From an optimization exercise on the open Yosys and OpenROAD flow, aimed at small area, a short achievable clock period and few clock cycles per item; shortcuts taken in it are not production practice. RTL that was checked went through simulation tests only; none was proved equivalent to the original. No activity file was given, so power comes from the tool's default toggle rates.

// huff_top
module huff_top
(
  input  logic       clk,
  input  logic       rst,
  input  logic       sym_req,
  input  logic [3:0] sym,
  output logic       sym_ack,
  output logic       table_start,
  output logic       table_valid,
  output logic       table_bit,
  output logic       table_done
);
Size in the first run: roughly 960 cells after synthesis, about 290 flip-flops, ~11000 um2 of cells after synthesis.
clock: 5.0 ns
lec_check: 0
cap_margin: 20
core_margin: 2
core_utilization: 40
place_density: 0.6
slew_margin: 20
run.sh (not shown) runs the stock make flow with config.mk's settings and CLKGATE_MAP_FILE= SYNTH_SCRIPT=/design/flow/synth_recipe.tcl, a recipe that flattens the netlist after the stock synthesis.
The first run finished clean.
Next try:
--- a/flow/config.mk
+++ b/flow/config.mk
@@ -11,2 +11,3 @@
 export PLACE_DENSITY = 0.6
+export SETUP_SLACK_MARGIN = 3.0
 export SLEW_MARGIN = 20
The changed run finished with timing, DRC and antenna clean.
Final area grows by 18%.
Utilization grows by 8.0 points.
Die area does not change.
Non-clock buffer count grows by 91.
Setup slack improves by 1.1 ns.
Via count grows by 9.5%.
Clock-buffer cell count shrinks by 9.
Clock skew grows by 0.013 ns.
Synthesized cell count does not change.
Final cell count grows by 7.3%.
Routed wire length grows by 18%.
Next try:
--- a/flow/config.mk
+++ b/flow/config.mk
@@ -11,3 +11,3 @@
 export PLACE_DENSITY = 0.6
-export SETUP_SLACK_MARGIN = 3.0
+export SETUP_SLACK_MARGIN = 3.5
 export SLEW_MARGIN = 20
Outcome: The changed run finished with timing, DRC and antenna clean; routed wire length grows by about 11%; cell count grows by about 3.2%; via count grows by 6.1%; non-clock buffer count grows by 47; final area grows by 7.9%; clock-buffer cell count grows by 6; total power grows by about 8%; core utilization grows by 4.2 points; worst setup slack is worse by 0.028 ns; global-route usage grows by 1.0 points; clock skew shrinks by 0.0071 ns.
Next try:
--- a/flow/config.mk
+++ b/flow/config.mk
@@ -11,3 +11,3 @@
 export PLACE_DENSITY = 0.6
-export SETUP_SLACK_MARGIN = 3.5
+export SETUP_SLACK_MARGIN = 2.5
 export SLEW_MARGIN = 20
Hold slack stays flat.
Critical path depth is unchanged.
Routed wire length goes down by 23%.
Utilization shrinks by 11 points.
Register-to-register slack is worse by 0.07 ns.
Function was not checked in any run of this note: the RTL went through the layout flow alone.

---

fjord:
Another version of the RTL of huff_top (not shown whole).
Size in the first run: ~12 I/O pins, ~0.011 mm^2 of cells after synthesis.
Settings: LEC_CHECK=0, CAP_MARGIN=20, CORE_MARGIN=2, CORE_UTILIZATION=40, PLACE_DENSITY=0.6, SETUP_SLACK_MARGIN=2.5, SLEW_MARGIN=20; clock period 5.0 ns.
fjord closes out successfully: all stages finished, all timing, DRC and antenna checks passed.
Modified inputs, onyx compared to fjord
# fjord
export LEC_CHECK = 0
export CAP_MARGIN = 20
export CORE_MARGIN = 2
export CORE_UTILIZATION = 40
export PLACE_DENSITY = 0.6
export SETUP_SLACK_MARGIN = 2.5
export SLEW_MARGIN = 20
create_clock -name core_clock -period 5.0 [get_ports {clk}]
# onyx
export LEC_CHECK = 0
export CAP_MARGIN = 20
export CORE_MARGIN = 2
export CORE_UTILIZATION = 40
export CTS_BUF_LIST = sky130_fd_sc_hd__clkbuf_8
export CTS_CLUSTER_DIAMETER = 50
export CTS_CLUSTER_SIZE = 16
export PLACE_DENSITY = 0.6
export SETUP_SLACK_MARGIN = 2.8
export SLEW_MARGIN = 20
create_clock -name core_clock -period 5.0 [get_ports {clk}]
Findings:
onyx reached the end of the flow, and the finished layout is clean on the timing, DRC and antenna checks. Sequential group share of total power, onyx and fjord: lower on fjord. dfxtp_4 as the slowest stage cell on the critical path was reported by onyx, and clkdlybuf4s50_1 by fjord. Diff onyx and fjord: first-pass iteration count of the detailed router lower in fjord. Capture point of the critical path = sum_r[8]$_DFFE_PP_: onyx; capture point of the critical path = table_bit: fjord. onyx vs fjord: total number of nets in the final design up.
No functional check of the RTL was part of any run of this note.

---

## willow
The RTL this note starts from:
==> flow/design.v <==
`timescale 1ns/1ns
module huff_top
(
  input  logic       clk,
  input  logic       rst,
  input  logic       sym_req,
  input  logic [3:0] sym,
  output logic       sym_ack,
  output logic       table_start,
  output logic       table_valid,
  output logic       table_bit,
  output logic       table_done
);
  localparam logic [8:0] WMAX = 9'h1FF;         
  localparam logic [1:0] M_INIT = 2'd0;         
  localparam logic [1:0] M_COLL = 2'd1;         
  localparam logic [1:0] M_WAIT = 2'd2;         
  localparam logic [1:0] M_BLD  = 2'd3;         
  logic [1:0] mode;
  logic [3:0] p;                                
  logic       first;                            
  logic       last_p;                           
  logic [3:0] rnd;                              
  logic [7:0] blk;                              
  logic       take;
  logic       wrdy;                             
  logic       fin;                              
  logic       merged;                           
  logic [3:0] symq;                             
  logic       tq;                               
  assign last_p = (p == 4'd9);
  logic       open_in;                          
  logic       absorb;                           
  logic [15:0] full;                            
  assign open_in = (mode == M_COLL) | merged;
  assign absorb  = ~merged;
  assign take    = sym_req & ~sym_ack & open_in & ~full[sym];
  logic [8:0] w  [10];                          
  logic [3:0] sm [10];                          
  logic [3:0] n;                                
  logic [3:0] n2;                               
  logic [3:0] sm_n2;
  logic [3:0] smq;                              
  always_comb
  begin
    full = '0;
    for (int i = 0; i < 10; i++)
      full[i] = &sm[i];
  end
  assign n  = last_p ? 4'd0 : p + 4'd1;
  always_comb
  begin
    sm_n2 = '0;
    for (int i = 0; i < 10; i++)
      if (n2 == 4'(i))
        sm_n2 = sm[i];
  end
  logic [8:0] best_w, sec_w, sum_r;
  logic [3:0] best_i, sec_i, a_r, b_r;
  logic [8:0] sumv;
  logic [8:0] xd;                               
  logic       lt_b, lt_s;
  logic       mod_en;                           
  logic [3:0] a_e, b_e;
  assign sumv   = best_w + sec_w;               
  assign xd     = ~(first & merged) ? w[0] :
                  (best_i == 4'd0) ? WMAX : ((sec_i == 4'd0) ? sumv : w[0]);
  assign lt_b   = (w[0] <= best_w);             
  assign lt_s   = (w[0] <= sec_w);
  assign mod_en = merged & ~last_p;
  assign a_e    = first ? best_i : a_r;
  assign b_e    = first ? sec_i : b_r;
  always_ff @(posedge clk)
  begin
    for (int i = 0; i < 8; i++)
      w[i+1] <= w[i+2];
    w[9] <= ((mode == M_INIT) || (mode == M_BLD && rnd == 4'd8)) ? 9'd0 : xd;
    if (mode == M_INIT)
      w[0] <= 9'd0;
    else if (mod_en && n == a_e)
      w[0] <= WMAX;
    else if (mod_en && n == b_e)
      w[0] <= first ? sumv : sum_r;
    else
      w[0] <= w[1] + {5'd0, smq};                
    smq  <= (mode == M_INIT || !absorb) ? 4'd0 : sm_n2;
    for (int i = 0; i < 10; i++)
      sm[i] <= ((absorb && n2 == 4'(i)) ? 4'd0 : sm[i]) + {3'd0, tq && (symq == 4'(i))};
    symq <= sym;
    tq   <= take;
    if (first)
    begin
      best_w <= xd;
      best_i <= p;
      sec_w  <= WMAX;
      sum_r  <= sumv;                           
      a_r    <= best_i;
      b_r    <= sec_i;
    end
    else if (lt_b)
    begin
      best_w <= w[0];
      best_i <= p;
      sec_w  <= best_w;
      sec_i  <= best_i;
    end
    else if (lt_s)
    begin
      sec_w <= w[0];
      sec_i <= p;
    end
  end
  logic [7:0] rec [9];                          
  logic [3:0] q;                                
  logic [3:0] ra, rb;
  assign ra = rec[0][7:4];
  assign rb = rec[0][3:0];
  always_ff @(posedge clk)
  begin
    for (int i = 0; i < 8; i++)
      rec[i] <= rec[i+1];
    rec[8] <= (first && (merged || fin)) ? {best_i, sec_i} : rec[0];
  end
  localparam logic [1:0] E_IDLE = 2'd0;
  localparam logic [1:0] E_SYNC = 2'd1;         
  localparam logic [1:0] E_WALK = 2'd2;         
  localparam logic [1:0] E_EMIT = 2'd3;         
  logic [1:0] est;
  logic [3:0] dig;
  logic [3:0] s;                                
  logic [9:0] code;                             
  logic       last_bit;
  assign last_bit = (code[9:1] == 9'd1);
  always_ff @(posedge clk)
  begin
    case (est)
      E_WALK:
        if (s == ra)
        begin
          code <= {code[8:0], 1'b0};
          s    <= rb;
        end
        else if (s == rb)
          code <= {code[8:0], 1'b1};
      E_EMIT:
      begin
        code <= {1'b0, code[9:1]};
        if (last_bit)
        begin
          dig <= dig + 4'd1;
          s   <= dig + 4'd1;
        end
      end
      default:
        ;
    endcase
    if (fin)
    begin
      dig  <= '0;
      s    <= '0;
      code <= 10'd1;
    end
  end
  always_ff @(posedge clk or negedge rst)
  begin
    if (!rst)
    begin
      mode        <= M_INIT;
      p           <= '0;
      n2          <= 4'd2;
      first       <= 1'b1;
      merged      <= 1'b0;
      rnd         <= '0;
      blk         <= '0;
      wrdy        <= 1'b0;
      fin         <= 1'b0;
      sym_ack     <= 1'b0;
      q           <= '0;
      est         <= E_IDLE;
      table_start <= 1'b0;
      table_valid <= 1'b0;
      table_bit   <= 1'b0;
      table_done  <= 1'b0;
    end
    else
    begin
      p       <= n;
      if (mode == M_BLD && last_p)
        merged <= (rnd != 4'd8);                
      n2      <= (n2 == 4'd9) ? 4'd0 : n2 + 4'd1;
      first   <= last_p;
      sym_ack <= sym_req & (sym_ack | (open_in & ~full[sym]));
      if (tq)
        blk <= blk + 8'd1;
      fin <= 1'b0;
      case (mode)
        M_INIT:
          if (last_p)
            mode <= M_COLL;
        M_COLL:
          if (tq && blk == 8'd255)
            mode <= M_WAIT;
        M_WAIT:
          if (p == 4'd8)
            wrdy <= 1'b1;
          else if (last_p && wrdy)
          begin
            wrdy <= 1'b0;
            mode <= M_BLD;
            rnd  <= '0;
          end
        default:
          if (last_p)
          begin
            rnd <= rnd + 4'd1;
            if (rnd == 4'd8)
            begin
              mode <= M_COLL;
              fin  <= 1'b1;
            end
          end
      endcase
      q <= (fin || q == 4'd8) ? 4'd0 : q + 4'd1;
      table_start <= 1'b0;
      table_valid <= 1'b0;
      table_bit   <= 1'b0;
      table_done  <= 1'b0;
      case (est)
        E_IDLE:
          ;
        E_SYNC:
          if (dig == 4'd10)
          begin
            table_done <= 1'b1;
            est        <= E_IDLE;
          end
          else if (q == 4'd8)
            est <= E_WALK;
        E_WALK:
          if (q == 4'd8)
            est <= E_EMIT;
        default:
        begin
          table_valid <= 1'b1;
          table_bit   <= code[0];
          if (last_bit)
            est <= (q == 4'd8 && dig != 4'd9) ? E_WALK : E_SYNC;
        end
      endcase
      if (fin)
      begin
        table_start <= 1'b1;
        est         <= E_WALK;
      end
    end
  end
endmodule
export LEC_CHECK = 0
export ABC_AREA = 1
export CAP_MARGIN = 20
export CORE_MARGIN = 2
export CORE_UTILIZATION = 40
export CTS_BUF_LIST = sky130_fd_sc_hd__clkbuf_16
export CTS_CLUSTER_DIAMETER = 100
export CTS_CLUSTER_SIZE = 30
export PLACE_DENSITY = 0.6
export SETUP_SLACK_MARGIN = 2.8
export SLEW_MARGIN = 20
create_clock -name core_clock -period 5.0 [get_ports {clk}]
Testbench counts of willow, summed over its fixed seeds: cycles 36,143, blocks 64.
Input-level comparison between yarrow and willow:
- swapping 100 for 50 in CTS_CLUSTER_DIAMETER
- swapping 0.6 for 0.7 in PLACE_DENSITY
- swapping 30 for 16 in CTS_CLUSTER_SIZE
- swapping 40 for 50 in CORE_UTILIZATION
- swapping sky130_fd_sc_hd__clkbuf_16 for sky130_fd_sc_hd__clkbuf_8 in CTS_BUF_LIST
Results
Relative contribution of the clock network to total power delta for yarrow relative to willow: 4.4 points higher. Summary — worst setup slack, yarrow relative to willow: higher, by 0.014 ns. Taking willow as the reference, in yarrow worst-case reg-to-reg path depth moved up, total non-filler cell area in the finished layout moved up. Looking at the reports, yarrow completed the entire flow and the layout it produced met the timing, DRC and antenna checks. willow → yarrow: minimum clock period shrank by 0.014 ns; sequential share of layout area decreased 0.48 points. Cmp yarrow vs willow: die outline height lower in yarrow. Comparing willow and yarrow, overall power after layout is lower on willow. Compared with willow, in yarrow number of resized instances in the post-cts repair step picked up an extra about 33%, layout overhead on the synthesized area +1.0 points. Worst setup path endpoint = sym_ack: yarrow; worst setup path endpoint = table_done: willow.

-- re-timing with driven ports --
No port has a modelled driver above. Below, the same layouts with a new extraction and two added sets of constraints.
Step 1, drivers: a clkbuf_16 drives clk and a buf_2 each remaining input, both assumed.
Step 2 moves the port delays by t, midway between the first and last clock arrival at a register: inputs arrive t later, outputs are due t later. That takes back most of the time a late clock gives input paths.
Slacks: ideal ports / drivers / drivers and shift; pairs: ideal ports / drivers.
run	shift t [ns]	setup slack, ns	worst setup path after step 2
the first run of note 1	0.575	1.466 / 1.466 / 1.466	register to register
the second run of note 1	0.591	2.611 / 2.611 / 2.373	input to register
the third run of note 1	0.606	2.583 / 2.583 / 2.459	input to register
the fourth run of note 1	0.573	2.513 / 2.480 / 2.058	input to register
fjord	0.591	2.604 / 2.557 / 2.625	register to register
onyx	0.640	2.742 / 2.742 / 2.742	register to register
willow	0.536	2.862 / 2.813 / 2.741	input to register
yarrow	0.633	2.876 / 2.833 / 2.431	input to register
After both steps every run listed still meets setup and hold. The setup slack of the fourth run of note 1, which loses most, moves by -0.033 ns with the drivers and by -0.455 ns with both steps.
